Source: an optimization exercise on an open RTL-to-GDS flow (aim: small area, a short achievable clock period and few clock cycles). Production flows keep margins and buffers that such runs may drop.
The RTL was checked by simulation tests, not by an equivalence proof against the original design.
Power is estimated from default activity; no workload was simulated.

==> module dtts_parser, before the edit <==
module dtts_parser #(
  parameter int NUMBER_BITS = NUMBER_BITS_DEF
) (
  input  logic                   clk,
  input  logic                   rst_n,
  input  logic                   step,
  input  logic [1:0]             cls,
  input  logic [3:0]             nib,
  input  logic                   last_char,
  output logic [NUMBER_BITS-1:0] acc,
  output logic                   op_valid,    
  output logic [OP_BITS-1:0]     op,
  output logic                   op_p2,       
  output logic                   op_rev       
);
  logic [3:0]               state_r, state_nxt;
  logic [NUMBER_BITS-1:0]   acc_r;
  logic                     ovf_r;
  logic                     is_ws, is_digit, is_sep;
  logic                     num_start;
  logic [NUMBER_BITS-1:0]   sum;
  logic                     sum_ovf;
  logic [OP_BITS-1:0]       sep_op, end_op;
  logic                     sep_p2, sep_rev, sep_hit, end_ok, end_p2;
  assign is_ws    = cls == CL_WS;
  assign is_digit = cls == CL_DIGIT;
  assign is_sep   = cls == CL_SEP;
  assign sum      = (acc_r << 3) + (acc_r << 1) + NUMBER_BITS'(nib);
  assign sum_ovf  = (acc_r > NUMBER_BITS'(214748364))
                  || (acc_r == NUMBER_BITS'(214748364) && nib[3]);
  always_comb begin
    num_start = 1'b0;
    case (state_r)
      G_START, G_C1, G_C2, G_H, G_HNM, G_M: num_start = 1'b1;
      default: ;
    endcase
  end
  always_comb begin
    state_nxt = state_r;
    sep_hit   = 1'b0;
    sep_op    = OP_ZERO;
    sep_p2    = 1'b0;
    sep_rev   = 1'b0;
    if (is_ws) begin
      state_nxt = state_r;
    end else if (is_digit) begin
      case (state_r)
        G_START: state_nxt = G_N1;
        G_C1:    state_nxt = G_C1N;
        G_C2:    state_nxt = G_C2N;
        G_H:     state_nxt = G_HN;
        G_HNM:   state_nxt = G_HNMN;
        G_M:     state_nxt = G_MN;
        G_N1, G_C1N, G_C2N, G_HN, G_HNMN, G_MN: state_nxt = state_r;
        default: state_nxt = G_ERR;
      endcase
    end else if (is_sep) begin
      state_nxt = G_ERR;
      case (state_r)
        G_N1: begin
          sep_hit = 1'b1;
          case (nib[1:0])
            SP_COLON: begin sep_op = OP_ACC60; state_nxt = G_C1; end
            SP_H:     begin sep_op = OP_ACC60; state_nxt = G_H; end
            SP_M:     begin sep_op = OP_ACC60; state_nxt = G_M; end
            default:  begin sep_op = OP_ACC;   state_nxt = G_SEND; end
          endcase
        end
        G_C1N: begin
          if (nib[1:0] == SP_COLON) begin
            sep_hit   = 1'b1;
            sep_op    = OP_T_ACC;
            sep_p2    = 1'b1;
            state_nxt = G_C2;
          end
        end
        G_HN: begin
          if (nib[1:0] == SP_M) begin
            sep_hit   = 1'b1;
            sep_op    = OP_T_ACC;
            sep_p2    = 1'b1;
            state_nxt = G_HNM;
          end else if (nib[1:0] == SP_S) begin
            sep_hit   = 1'b1;
            sep_op    = OP_T60;
            sep_p2    = 1'b1;
            sep_rev   = 1'b1;
            state_nxt = G_SEND;
          end
        end
        G_HNMN, G_MN: begin
          if (nib[1:0] == SP_S) begin
            sep_hit   = 1'b1;
            sep_op    = OP_T_ACC;
            state_nxt = G_SEND;
          end
        end
        default: state_nxt = G_ERR;
      endcase
    end else begin
      state_nxt = G_ERR;
    end
  end
  always_comb begin
    end_ok = 1'b1;
    end_op = OP_T;
    end_p2 = 1'b0;
    case (state_nxt)
      G_N1:                        end_op = OP_ACC60;
      G_HN:                        begin end_op = OP_T_ACC; end_p2 = 1'b1; end
      G_C1N, G_C2N, G_HNMN, G_MN:  end_op = OP_T_ACC;
      G_H:                         end_op = OP_T60;
      G_HNM, G_M, G_SEND:          end_op = OP_T;
      default: begin
        end_ok = 1'b0;
        end_op = OP_ZERO;
      end
    endcase
  end
  always_comb begin
    op_valid = last_char || sep_hit;
    if (sep_hit && (end_ok || !last_char)) begin
      op     = sep_op;
      op_p2  = sep_p2 || (last_char && state_nxt == G_H);
      op_rev = sep_rev;
    end else begin
      op     = end_op;
      op_p2  = end_p2;
      op_rev = 1'b0;
    end
  end
  assign acc = acc_r;
  always_ff @(posedge clk) begin
    if (!rst_n) begin
      state_r <= G_START;
    end else if (step) begin
      state_r <= last_char ? G_START : state_nxt;
    end
  end
  always_ff @(posedge clk) begin
    if (step && is_digit) begin
      if (num_start) begin
        acc_r <= NUMBER_BITS'(nib);
        ovf_r <= 1'b0;
      end else if (ovf_r || sum_ovf) begin
        acc_r <= '0;
        ovf_r <= 1'b1;
      end else begin
        acc_r <= sum;
      end
    end
  end
endmodule
==> module dtts_total, before the edit <==
module dtts_total #(
  parameter int NUMBER_BITS = NUMBER_BITS_DEF
) (
  input  logic                   clk,
  input  logic [OP_BITS-1:0]     op,       
  input  logic [OP_BITS-1:0]     op_hi,    
  input  logic [NUMBER_BITS-1:0] acc,
  output logic [TOTAL_BITS-1:0]  total
);
  localparam int LO = 22;   
  logic                  lo_x1, lo_x60, lo_t60, lo_t, hi_x1, hi_x60, hi_t60, hi_t;
  logic [TOTAL_BITS-1:0] s_x1, s_x60, s_t60, s_t;
  logic [TOTAL_BITS-1:0] t_r, x, t1, t2;
  logic                  cin;
  assign {lo_x1, lo_x60, lo_t60, lo_t} = op;
  assign {hi_x1, hi_x60, hi_t60, hi_t} = op_hi;
  assign s_x1  = {{(TOTAL_BITS-LO){hi_x1}},  {LO{lo_x1}}};
  assign s_x60 = {{(TOTAL_BITS-LO){hi_x60}}, {LO{lo_x60}}};
  assign s_t60 = {{(TOTAL_BITS-LO){hi_t60}}, {LO{lo_t60}}};
  assign s_t   = {{(TOTAL_BITS-LO){hi_t}},   {LO{lo_t}}};
  assign x   = TOTAL_BITS'(acc);
  assign t1  = (s_x1 & x) | (s_x60 & (x << 6)) | (s_t60 & (t_r << 6));
  assign t2  = (s_x60 & ~(x << 2)) | (s_t60 & ~(t_r << 2)) | (s_t & t_r);
  assign cin = lo_x60 || lo_t60;
  logic [TOTAL_BITS-1:0] sum;
  dtts_add #(.W(TOTAL_BITS), .KIND(1)) u_add (
    .a  (t1),
    .b  (t2),
    .cin(cin),
    .s  (sum)
  );
  always_ff @(posedge clk) begin
    t_r <= sum;
  end
  assign total = t_r;
endmodule
Settings: LEC_CHECK=0, CAP_MARGIN=20, CORE_MARGIN=2, CORE_UTILIZATION=40, SETUP_SLACK_MARGIN=2.0, SLEW_MARGIN=20; clock period 5.5 ns.
run.sh (not shown) runs the stock make flow with config.mk's settings and CLKGATE_MAP_FILE= SYNTH_SCRIPT=/design/flow/synth_recipe.tcl, a recipe that flattens the netlist after the stock synthesis.
The first run ran to the end with no violations.
Testbench counts at the start, summed over its fixed seeds: cycles 25,341.
Change:
--- a/flow/design.v
+++ b/flow/design.v
@@ -69,11 +69,18 @@
   logic [OP_BITS-1:0]       sep_op, end_op;
   logic                     sep_p2, sep_rev, sep_hit, end_ok, end_p2;
   assign is_ws    = cls == CL_WS;
   assign is_digit = cls == CL_DIGIT;
   assign is_sep   = cls == CL_SEP;
-  assign sum      = (acc_r << 3) + (acc_r << 1) + NUMBER_BITS'(nib);
+  logic [NUMBER_BITS-2:0]   half;
+  dtts_add #(.W(NUMBER_BITS-1), .KIND(1)) u_dadd (
+    .a  ({acc_r[NUMBER_BITS-4:0], nib[2] | nib[3], nib[1] | nib[3]}),
+    .b  (acc_r[NUMBER_BITS-2:0]),
+    .cin(nib[3]),
+    .s  (half)
+  );
+  assign sum      = {half, nib[0]};
   assign sum_ovf  = (acc_r > NUMBER_BITS'(214748364))
                   || (acc_r == NUMBER_BITS'(214748364) && nib[3]);
   always_comb begin
     num_start = 1'b0;
     case (state_r)
@@ -217,13 +224,13 @@
   assign s_x1  = {{(TOTAL_BITS-LO){hi_x1}},  {LO{lo_x1}}};
   assign s_x60 = {{(TOTAL_BITS-LO){hi_x60}}, {LO{lo_x60}}};
   assign s_t60 = {{(TOTAL_BITS-LO){hi_t60}}, {LO{lo_t60}}};
   assign s_t   = {{(TOTAL_BITS-LO){hi_t}},   {LO{lo_t}}};
   assign x   = TOTAL_BITS'(acc);
-  assign t1  = (s_x1 & x) | (s_x60 & (x << 6)) | (s_t60 & (t_r << 6));
-  assign t2  = (s_x60 & ~(x << 2)) | (s_t60 & ~(t_r << 2)) | (s_t & t_r);
-  assign cin = lo_x60 || lo_t60;
+  assign t1  = (s_x1 & x) | (s_x60 & ((x << 6) | 4)) | (s_t60 & ((t_r << 6) | 4));
+  assign t2  = (s_x60 & (~x << 2)) | (s_t60 & (~t_r << 2)) | (s_t & t_r);
+  assign cin = 1'b0;
   logic [TOTAL_BITS-1:0] sum;
   dtts_add #(.W(TOTAL_BITS), .KIND(1)) u_add (
     .a  (t1),
     .b  (t2),
     .cin(cin),
What happened: Die area came out lower by 5.7%; global-route usage barely changes; routed wire length went down by 4.5%; worst hold slack is better by 0.034 ns; register-to-register slack is worse by 0.08 ns; final area fell by 4.2%; clock power rises by about 1%; synthesized cell count came out lower by 6.1%.
Testbench counts after the change, summed over its fixed seeds: cycles 25,341.

## port drivers added, routing unchanged
The flow's constraints put no driver on any port. The routed layouts listed below were extracted and timed again, unchanged, in two steps.
Step 1: set_driving_cell puts a clkbuf_16 on clk and a buf_2 on each other input, an assumption about the parent block.
Step 2 also shifts input and output timing later by t, the mid clock arrival at the registers, as if the neighbouring blocks saw the same clock.
Three values: ideal ports, drivers, drivers and shift; two values: the first two.
| run | t, ns | setup WS [ns] | worst setup path after step 2 |
|---|---|---|---|
| the first run | 0.403 | 2.071 / 2.071 / 2.071 | register to register |
| the second run | 0.400 | 1.992 / 1.992 / 1.992 | register to register |
After both steps setup and hold are still met in every run listed.
